Background: an optimization exercise with open tools, aiming at small area and a short achievable clock period. Do not read the settings as production practice. The RTL of this run was laid out without a check of its function. Power figures rest on the tool's default switching activity, not on a simulated workload.

## config.mk

```make
export PLATFORM = sky130hd
export DESIGN_NAME = tlb_top
export DESIGN_NICKNAME = tlb_top
export VERILOG_FILES = /design/flow/design.v
export SDC_FILE = /design/flow/constraint.sdc
export NUM_CORES = 4
export LEC_CHECK = 0
export CAP_MARGIN = 20
export CORE_MARGIN = 2
export CORE_UTILIZATION = 40
export SETUP_SLACK_MARGIN = 0.5
export SLEW_MARGIN = 20
```

## constraint.sdc

```tcl
create_clock -name core_clock -period 8.0 [get_ports {clk}]
set_input_delay 1.6000 -clock core_clock [delete_from_list [all_inputs] [get_ports {clk}]]
set_output_delay 1.6000 -clock core_clock [all_outputs]
set_load 0.01 [all_outputs]
```

## design.v

```verilog
`timescale 1ns/100ps
package tlb_pkg;
    localparam int word_width   = 32;
    localparam int vpn2_width   = 19;
    localparam int asid_width   = 8;
    localparam int mask_width   = 12;
    localparam int pfn_width    = 20;
    localparam int cache_width  = 3;
    localparam int offset_width = 12;
    localparam int lo_width     = pfn_width + cache_width + 2;
    localparam int result_width = 1 + word_width + cache_width + 2 + 2;
    localparam int odd_page_bit = 12;
    localparam logic [1:0] exc_none    = 2'd0;
    localparam logic [1:0] exc_refill  = 2'd1;
    localparam logic [1:0] exc_invalid = 2'd2;
    localparam logic [1:0] exc_modify  = 2'd3;
endpackage
`timescale 1ns/100ps
module tlb_entry_store #(
    parameter int num_entries = 32,
    parameter int index_width = 5
) (
    input  logic                                          clk,
    input  logic                                          rst_n,
    input  logic                                          wen,
    input  logic [index_width-1:0]                        index,
    input  logic [127:0]                                  cp0,
    output logic [num_entries-1:0]                        loaded,
    output logic [num_entries*tlb_pkg::vpn2_width-1:0]    vpn2,
    output logic [num_entries*tlb_pkg::asid_width-1:0]    asid,
    output logic [num_entries*tlb_pkg::mask_width-1:0]    mask,
    output logic [num_entries-1:0]                        g,
    output logic [num_entries*tlb_pkg::lo_width-1:0]      lo0,
    output logic [num_entries*tlb_pkg::lo_width-1:0]      lo1,
    output logic [127:0]                                  read_regs
);
    logic [31:0] entry_hi;
    logic [31:0] page_mask;
    logic [31:0] entry_lo0;
    logic [31:0] entry_lo1;
    assign entry_hi  = cp0[127:96];
    assign page_mask = cp0[95:64];
    assign entry_lo0 = cp0[63:32];
    assign entry_lo1 = cp0[31:0];
    for (genvar i = 0; i < num_entries; i++)
    begin : g_entry
        logic [tlb_pkg::vpn2_width-1:0] vpn2_q;
        logic [tlb_pkg::asid_width-1:0] asid_q;
        logic [tlb_pkg::mask_width-1:0] mask_q;
        logic                           g_q;
        logic [tlb_pkg::lo_width-1:0]   lo0_q;
        logic [tlb_pkg::lo_width-1:0]   lo1_q;
        always_ff @(posedge clk)
        begin
            if (wen && (index == index_width'(i)))
            begin
                vpn2_q <= entry_hi[31:13];
                asid_q <= entry_hi[tlb_pkg::asid_width-1:0];
                mask_q <= page_mask[24:13];
                g_q    <= entry_lo0[0] & entry_lo1[0];
                lo0_q  <= entry_lo0[25:1];
                lo1_q  <= entry_lo1[25:1];
            end
        end
        assign vpn2[i*tlb_pkg::vpn2_width +: tlb_pkg::vpn2_width] = vpn2_q;
        assign asid[i*tlb_pkg::asid_width +: tlb_pkg::asid_width] = asid_q;
        assign mask[i*tlb_pkg::mask_width +: tlb_pkg::mask_width] = mask_q;
        assign g[i]                                               = g_q;
        assign lo0[i*tlb_pkg::lo_width +: tlb_pkg::lo_width]      = lo0_q;
        assign lo1[i*tlb_pkg::lo_width +: tlb_pkg::lo_width]      = lo1_q;
    end
    always_ff @(posedge clk or negedge rst_n)
    begin
        if (!rst_n)
        begin
            loaded <= '0;
        end
        else if (wen)
        begin
            loaded[index] <= 1'b1;
        end
    end
    logic [tlb_pkg::vpn2_width-1:0] sel_vpn2;
    logic [tlb_pkg::asid_width-1:0] sel_asid;
    logic [tlb_pkg::mask_width-1:0] sel_mask;
    logic                           sel_g;
    logic [tlb_pkg::lo_width-1:0]   sel_lo0;
    logic [tlb_pkg::lo_width-1:0]   sel_lo1;
    assign sel_vpn2 = vpn2[index*tlb_pkg::vpn2_width +: tlb_pkg::vpn2_width];
    assign sel_asid = asid[index*tlb_pkg::asid_width +: tlb_pkg::asid_width];
    assign sel_mask = mask[index*tlb_pkg::mask_width +: tlb_pkg::mask_width];
    assign sel_g    = g[index];
    assign sel_lo0  = lo0[index*tlb_pkg::lo_width +: tlb_pkg::lo_width];
    assign sel_lo1  = lo1[index*tlb_pkg::lo_width +: tlb_pkg::lo_width];
    assign read_regs = {sel_vpn2, 5'b0, sel_asid,
                        7'b0, sel_mask, 13'b0,
                        6'b0, sel_lo0, sel_g,
                        6'b0, sel_lo1, sel_g};
endmodule
`timescale 1ns/100ps
module tlb_lookup_port #(
    parameter int num_entries = 32
) (
    input  logic [tlb_pkg::word_width-1:0]             vaddr,
    input  logic [tlb_pkg::asid_width-1:0]             cur_asid,
    input  logic [num_entries-1:0]                     loaded,
    input  logic [num_entries*tlb_pkg::vpn2_width-1:0] vpn2,
    input  logic [num_entries*tlb_pkg::asid_width-1:0] asid,
    input  logic [num_entries*tlb_pkg::mask_width-1:0] mask,
    input  logic [num_entries-1:0]                     g,
    input  logic [num_entries*tlb_pkg::lo_width-1:0]   lo0,
    input  logic [num_entries*tlb_pkg::lo_width-1:0]   lo1,
    output logic [tlb_pkg::result_width-1:0]           result
);
    logic [num_entries-1:0]        hit_vec;
    logic                          hit;
    logic                          odd;
    logic [tlb_pkg::lo_width-1:0]  picked;
    logic [tlb_pkg::pfn_width-1:0] picked_pfn;
    logic [2:0]                    picked_c;
    logic                          picked_d;
    logic                          picked_v;
    logic [1:0]                    exc;
    assign odd = vaddr[tlb_pkg::odd_page_bit];
    for (genvar i = 0; i < num_entries; i++)
    begin : g_match
        logic [tlb_pkg::vpn2_width-1:0] e_vpn2;
        logic [tlb_pkg::mask_width-1:0] e_mask;
        logic                           upper_eq;
        logic                           lower_eq;
        logic                           asid_ok;
        assign e_vpn2 = vpn2[i*tlb_pkg::vpn2_width +: tlb_pkg::vpn2_width];
        assign e_mask = mask[i*tlb_pkg::mask_width +: tlb_pkg::mask_width];
        assign upper_eq = vaddr[31:25] == e_vpn2[18:12];
        assign lower_eq = ((vaddr[24:13] ^ e_vpn2[11:0]) & ~e_mask) == '0;
        assign asid_ok  = g[i]
                          || (asid[i*tlb_pkg::asid_width +: tlb_pkg::asid_width] == cur_asid);
        assign hit_vec[i] = loaded[i] && upper_eq && lower_eq && asid_ok;
    end
    assign hit = |hit_vec;
    always_comb
    begin
        picked = '0;
        for (int i = 0; i < num_entries; i++)
        begin
            if (hit_vec[i])
            begin
                picked = picked | (odd ? lo1[i*tlb_pkg::lo_width +: tlb_pkg::lo_width]
                                       : lo0[i*tlb_pkg::lo_width +: tlb_pkg::lo_width]);
            end
        end
    end
    assign {picked_pfn, picked_c, picked_d, picked_v} = picked;
    always_comb
    begin
        if (!hit)
            exc = tlb_pkg::exc_refill;
        else if (!picked_v)
            exc = tlb_pkg::exc_invalid;
        else if (!picked_d)
            exc = tlb_pkg::exc_modify;
        else
            exc = tlb_pkg::exc_none;
    end
    assign result = hit ? {1'b1, picked_pfn, vaddr[tlb_pkg::offset_width-1:0],
                           picked_c, picked_d, picked_v, exc}
                        : {1'b0, 32'b0, 3'b0, 1'b0, 1'b0, exc};
endmodule
`timescale 1ns/100ps
module tlb_probe #(
    parameter int num_entries = 32,
    parameter int index_width = 5
) (
    input  logic [tlb_pkg::word_width-1:0]             entry_hi,
    input  logic [num_entries-1:0]                     loaded,
    input  logic [num_entries*tlb_pkg::vpn2_width-1:0] vpn2,
    input  logic [num_entries*tlb_pkg::asid_width-1:0] asid,
    input  logic [num_entries-1:0]                     g,
    output logic                                       probe_hit,
    output logic [index_width-1:0]                     probe_index
);
    logic [num_entries-1:0] hit_vec;
    for (genvar i = 0; i < num_entries; i++)
    begin : g_probe
        assign hit_vec[i] = loaded[i]
                            && (vpn2[i*tlb_pkg::vpn2_width +: tlb_pkg::vpn2_width]
                                == entry_hi[31:13])
                            && (g[i]
                                || (asid[i*tlb_pkg::asid_width +: tlb_pkg::asid_width]
                                    == entry_hi[tlb_pkg::asid_width-1:0]));
    end
    assign probe_hit = |hit_vec;
    always_comb
    begin
        probe_index = '0;
        for (int i = 0; i < num_entries; i++)
        begin
            if (hit_vec[i])
            begin
                probe_index = probe_index | index_width'(i);
            end
        end
    end
endmodule
`timescale 1ns/100ps
module tlb_top (
    input  logic         clk,
    input  logic         rst_n,
    input  logic         wen,
    input  logic [4:0]   index,
    input  logic [127:0] cp0,
    input  logic [31:0]  inst_vaddr,
    input  logic [31:0]  data_vaddr,
    output logic [39:0]  inst_result,
    output logic [39:0]  data_result,
    output logic [127:0] read_regs,
    output logic         probe_hit,
    output logic [4:0]   probe_index
);
    localparam int num_entries = 32;
    localparam int index_width = 5;
    logic [num_entries-1:0]                     loaded;
    logic [num_entries*tlb_pkg::vpn2_width-1:0] vpn2;
    logic [num_entries*tlb_pkg::asid_width-1:0] asid;
    logic [num_entries*tlb_pkg::mask_width-1:0] mask;
    logic [num_entries-1:0]                     g;
    logic [num_entries*tlb_pkg::lo_width-1:0]   lo0;
    logic [num_entries*tlb_pkg::lo_width-1:0]   lo1;
    logic [tlb_pkg::asid_width-1:0]             cur_asid;
    assign cur_asid = cp0[96 +: tlb_pkg::asid_width];
    tlb_entry_store #(
        .num_entries (num_entries),
        .index_width (index_width)
    ) u_store (
        .clk       (clk),
        .rst_n     (rst_n),
        .wen       (wen),
        .index     (index),
        .cp0       (cp0),
        .loaded    (loaded),
        .vpn2      (vpn2),
        .asid      (asid),
        .mask      (mask),
        .g         (g),
        .lo0       (lo0),
        .lo1       (lo1),
        .read_regs (read_regs)
    );
    tlb_lookup_port #(
        .num_entries (num_entries)
    ) u_inst_port (
        .vaddr    (inst_vaddr),
        .cur_asid (cur_asid),
        .loaded   (loaded),
        .vpn2     (vpn2),
        .asid     (asid),
        .mask     (mask),
        .g        (g),
        .lo0      (lo0),
        .lo1      (lo1),
        .result   (inst_result)
    );
    tlb_lookup_port #(
        .num_entries (num_entries)
    ) u_data_port (
        .vaddr    (data_vaddr),
        .cur_asid (cur_asid),
        .loaded   (loaded),
        .vpn2     (vpn2),
        .asid     (asid),
        .mask     (mask),
        .g        (g),
        .lo0      (lo0),
        .lo1      (lo1),
        .result   (data_result)
    );
    tlb_probe #(
        .num_entries (num_entries),
        .index_width (index_width)
    ) u_probe (
        .entry_hi    (cp0[127:96]),
        .loaded      (loaded),
        .vpn2        (vpn2),
        .asid        (asid),
        .g           (g),
        .probe_hit   (probe_hit),
        .probe_index (probe_index)
    );
endmodule
```

## run.sh

```bash
#!/bin/bash
# synth_recipe.tcl (not shown) runs the flow's synth.tcl, then flattens the netlist and writes it again
# the make line also repeats each setting of config.mk as NAME=value (left out here)
make -C /OpenROAD-flow-scripts/flow DESIGN_CONFIG=/design/flow/config.mk WORK_HOME=/design/flow/orfs CLKGATE_MAP_FILE= SYNTH_SCRIPT=/design/flow/synth_recipe.tcl finish
```

==> out/results.txt <==
Compound-Gate Fraction of Synth Area - 5.785%
total gr overflow - 0
Synth Area in Simple Gates - 4.756%
Slew headroom - 17.62%
Setup TNS - 0 ns
status - complete, no violations
Worst Tran Pin Value - 1.236 ns
top post-synthesis cells by area - edfxtp_1, mux4_2, xnor2_1, mux2i_1, mux2_2
pwr dens - 201.0 mW/mm2
WS Path Type - primary input to output pin
Layout area overhead - 16.69%
Adder-Cell Fraction of Synth Area - 0.04565%
full die area - 0.4163 mm2
# DRC - 0
post-place instance area - 0.1803 mm2
share of the synthesized area in the top cell type - 52.59%
DR vias/cell - 7.200
TritonCTS Sinks - 2912
Setup crit end kind - output pin
post-layout net count - 12110
Ys Warns - 3
RSZ-0062 raised after global routing - yes
sw frac - 27.17%
DR vias - 127800
Initial Util - 40.15%
final instance area - 0.1919 mm2
leakage - 62.47 nW
Worst setup SP type - primary input
first-pass GRT wire length - 1124000 um
clk latency of the worst-skew pair - 0.98 ns
die height - 645.2 um
R2R Setup Slk - 6.88 ns
synthesized area - 0.1645 mm2
Num CTS Buffers - 344
Placer Congestion - 1.039
top-count cell post-synth - edfxtp_1
sequential fraction of the synthesis area - 53.08%
Final Slew Violations - 0
Period minus WS final - 7.702 ns
share of cells above drive strength 1 - 26.49%
Post-synth top flop - edfxtp_1
synthesized instance count - 11190
Die X - 645.2 um
CTS max path bufs - 4
main combinational cell family by area after synthesis - multiplexers
CP required - 6.40 ns
maximum VDD drop - 0.1760 mV
#FFs+latches synth - 2912
mux cell area share after synthesis - 22.56%
Mean Syn Cell Area - 14.69 um2
clk root buf - clkbuf_16
Highest Clock Rate - 129.8 MHz
Pre-antenna DRT Iters - 8
most frequent cells after synthesis - edfxtp_1, xnor2_1, mux2i_1
Int Power - 0.02810 W
initial antenna violation count - 124
async set-reset flop share out of synthesis - 1.099%
sequential share of power - 45.0%
part of the cycle the worst path needs - 96.27%
io pins - 414
pin count of the biggest net entering global routing - 105
Tot GR Track Use - 40.09%
fin util - 46.85%
num rows - 235
distinct cell type count after synthesis - 67
Hold/Removal Path Class - flop to flop
Final Skew - 0 ns
Final Hold Vio Count - 0
# port buffers - 339
worst-path maximum fanout - 8
final WL - 858400 um
DR WL/cell - 48.37 um
CTS clk-pin slew, worst paths - 0.07 ns
switching pwr - 0.01048 W
Synth area leader - edfxtp_1
post-route ant nets - 0
vias in the first global route - 119500
Comb pwr share - 12.7%
DRT iter0 DRCs - 24790
max cap viols - 0
Clock power frac - 42.3%
Core ar. - 0.4096 mm2
Worst EP arrival - 6.10 ns
Detailed Place HPWL - 580400 um
H-tree depth - 5
Synth Area in XOR/XNOR - 11.13%
Post-synth EDFFs - 2880
Final setup viols - 0
CTS tree - yes
[power by group through the flow]
stage | combinational, W | sequential (W) | clock (W)
after floorplan | 0.00252 | 0.0175 | 0
after global placement | 0.00466 | 0.0177 | 0
after detailed placement | 0.00467 | 0.0177 | 0
after CTS | 0.00469 | 0.0174 | 0.0163
after global routing | 0.00490 | 0.0174 | 0.0169
final | 0.00490 | 0.0174 | 0.0163
[final timing paths]
check                                    from                 end  cells past startpoint
setup / recovery               inst_vaddr[19]     inst_result[21]                     14
hold / removal              u_store.loaded[1]   u_store.loaded[1]                      1
setup reg to reg           u_store.loaded[27]  u_store.loaded[27]                      1
hold reg to reg             u_store.loaded[1]   u_store.loaded[1]                      1
max in group asynchronous               rst_n  u_store.loaded[15]                      1
min in group asynchronous               rst_n   u_store.loaded[1]                      1
[final cells by class]
type / instances / area (um2)
antenna: 105 / 262.8
sequential: 2912 / 87280
timing repair buffer: 1181 / 12350
fill: 35530 / 217700
tap: 5451 / 6820
inverter: 10 / 42.54
clock inverter: 219 / 2291
multi-input combinational: 7456 / 73850
clock buffer: 413 / 8995
[flip-flops by register name (all words and copies together) (netlist names)]
register / count
u_store.g_entry.g_q: 32
u_store.g_entry.lo1_q: 800
u_store.g_entry.asid_q: 256
u_store.loaded: 32
u_store.g_entry.lo0_q: 800
u_store.g_entry.mask_q: 384
u_store.g_entry.vpn2_q: 608
[critical path, cell delays in order]
cell             delay (ns)
buf_2                  0.44
buf_4                  0.31
xnor2_1                0.14
o22ai_1                0.11
nor4_1                 0.84
nand3_1                0.38
buf_4                  0.41
nor2_4                 0.23
buf_4                  0.36
nand2_1                0.10
o2111ai_1              0.14
or4_1                  0.28
buf_12                 0.15
clkdlybuf4s50_1        0.53
[layer usage]
metal / share of wire [%] / wire length (um) / vias up / GRT usage (%)
met1: 37 / 316900 / 65600 / 53.62
met2: 40 / 343400 / 12860 / 54.03
met3: 16 / 133700 / 2844 / 15.76
met5: 0.071 / 609 / - / 0.2081
met4: 7.4 / 63790 / 78 / 25.05
li1: - / - / 46400 / -
[layout by cell type, fill, tap and decap left out, drive strengths merged, types with 102 or more instances in the layout]
master / synthesis / final
edfxtp: 2880 / 2880
xnor2: 1598 / 1598
buf: 519 / 960
mux2i: 944 / 944
mux4: 900 / 900
mux2: 656 / 656
o22ai: 620 / 620
xor2: 486 / 486
nand2: 451 / 451
clkbuf: 333 / 423
nor2: 247 / 247
nor4: 241 / 241
nand4: 240 / 240
clkdlybuf4s50: 0 / 211
nand3: 203 / 203
o32ai: 156 / 156
clkinv: 0 / 139
diode: 0 / 105
o2111ai: 102 / 102
[stage by stage]
stage / total power, W / setup slack (ns) / std cells / hold slack (ns)
detailed placement: 0.02234 / 0.1184 / 17010 / 0.5910
finish: 0.03858 / 0.2984 / 17750 / 0.6311
floorplan: 0.02001 / 0.7213 / 11230 / 0.5258
global placement: 0.02232 / 0.06040 / 17000 / 0.5780
global route: 0.03913 / 0.4467 / 17660 / 0.6459
CTS: 0.03834 / 0.5012 / 17640 / 0.6214
[timing repair]
action	CTS	global route
pin swaps	1	2
cloned	0	0
buffers inserted	2	3
hold endpoints to repair	0	0
gates resized for setup	12	30
endpoints found under the setup margin	49	54
hold buffers	0	0
[kinds of logic after synthesis]
kind of cell | Yosys count
other cells | 1
mux | 2500
fa+ha+maj | 6
xor+xnor | 2084
simple gates | 1539
compound gates | 1290
flops | 2912
buf+inv | 862

[afterwards: timing with drivers on the ports]
The flow's constraints put no driver on any port. The routed layout listed below was extracted and timed again, unchanged, in two steps. Step 1 sets driving cells, clkbuf_16 on the clock port and buf_2 on the other inputs (assumed; they add their load-dependent delay and slew). Step 2 also shifts input and output timing later by t, the mid clock arrival at the registers, as if the neighbouring blocks saw the same clock. Three values: no drivers, after step 1, after step 2; two values: the first two.
shift t [ns]: 1.101
slack for setup (ns): 0.298 / 0.274 / 0.274
worst data-port slew with drivers (ns): 0.24
After both steps setup and hold are still met in this run. For this run, drivers alone change the setup slack by -0.024 ns; drivers and shift together by -0.024 ns.
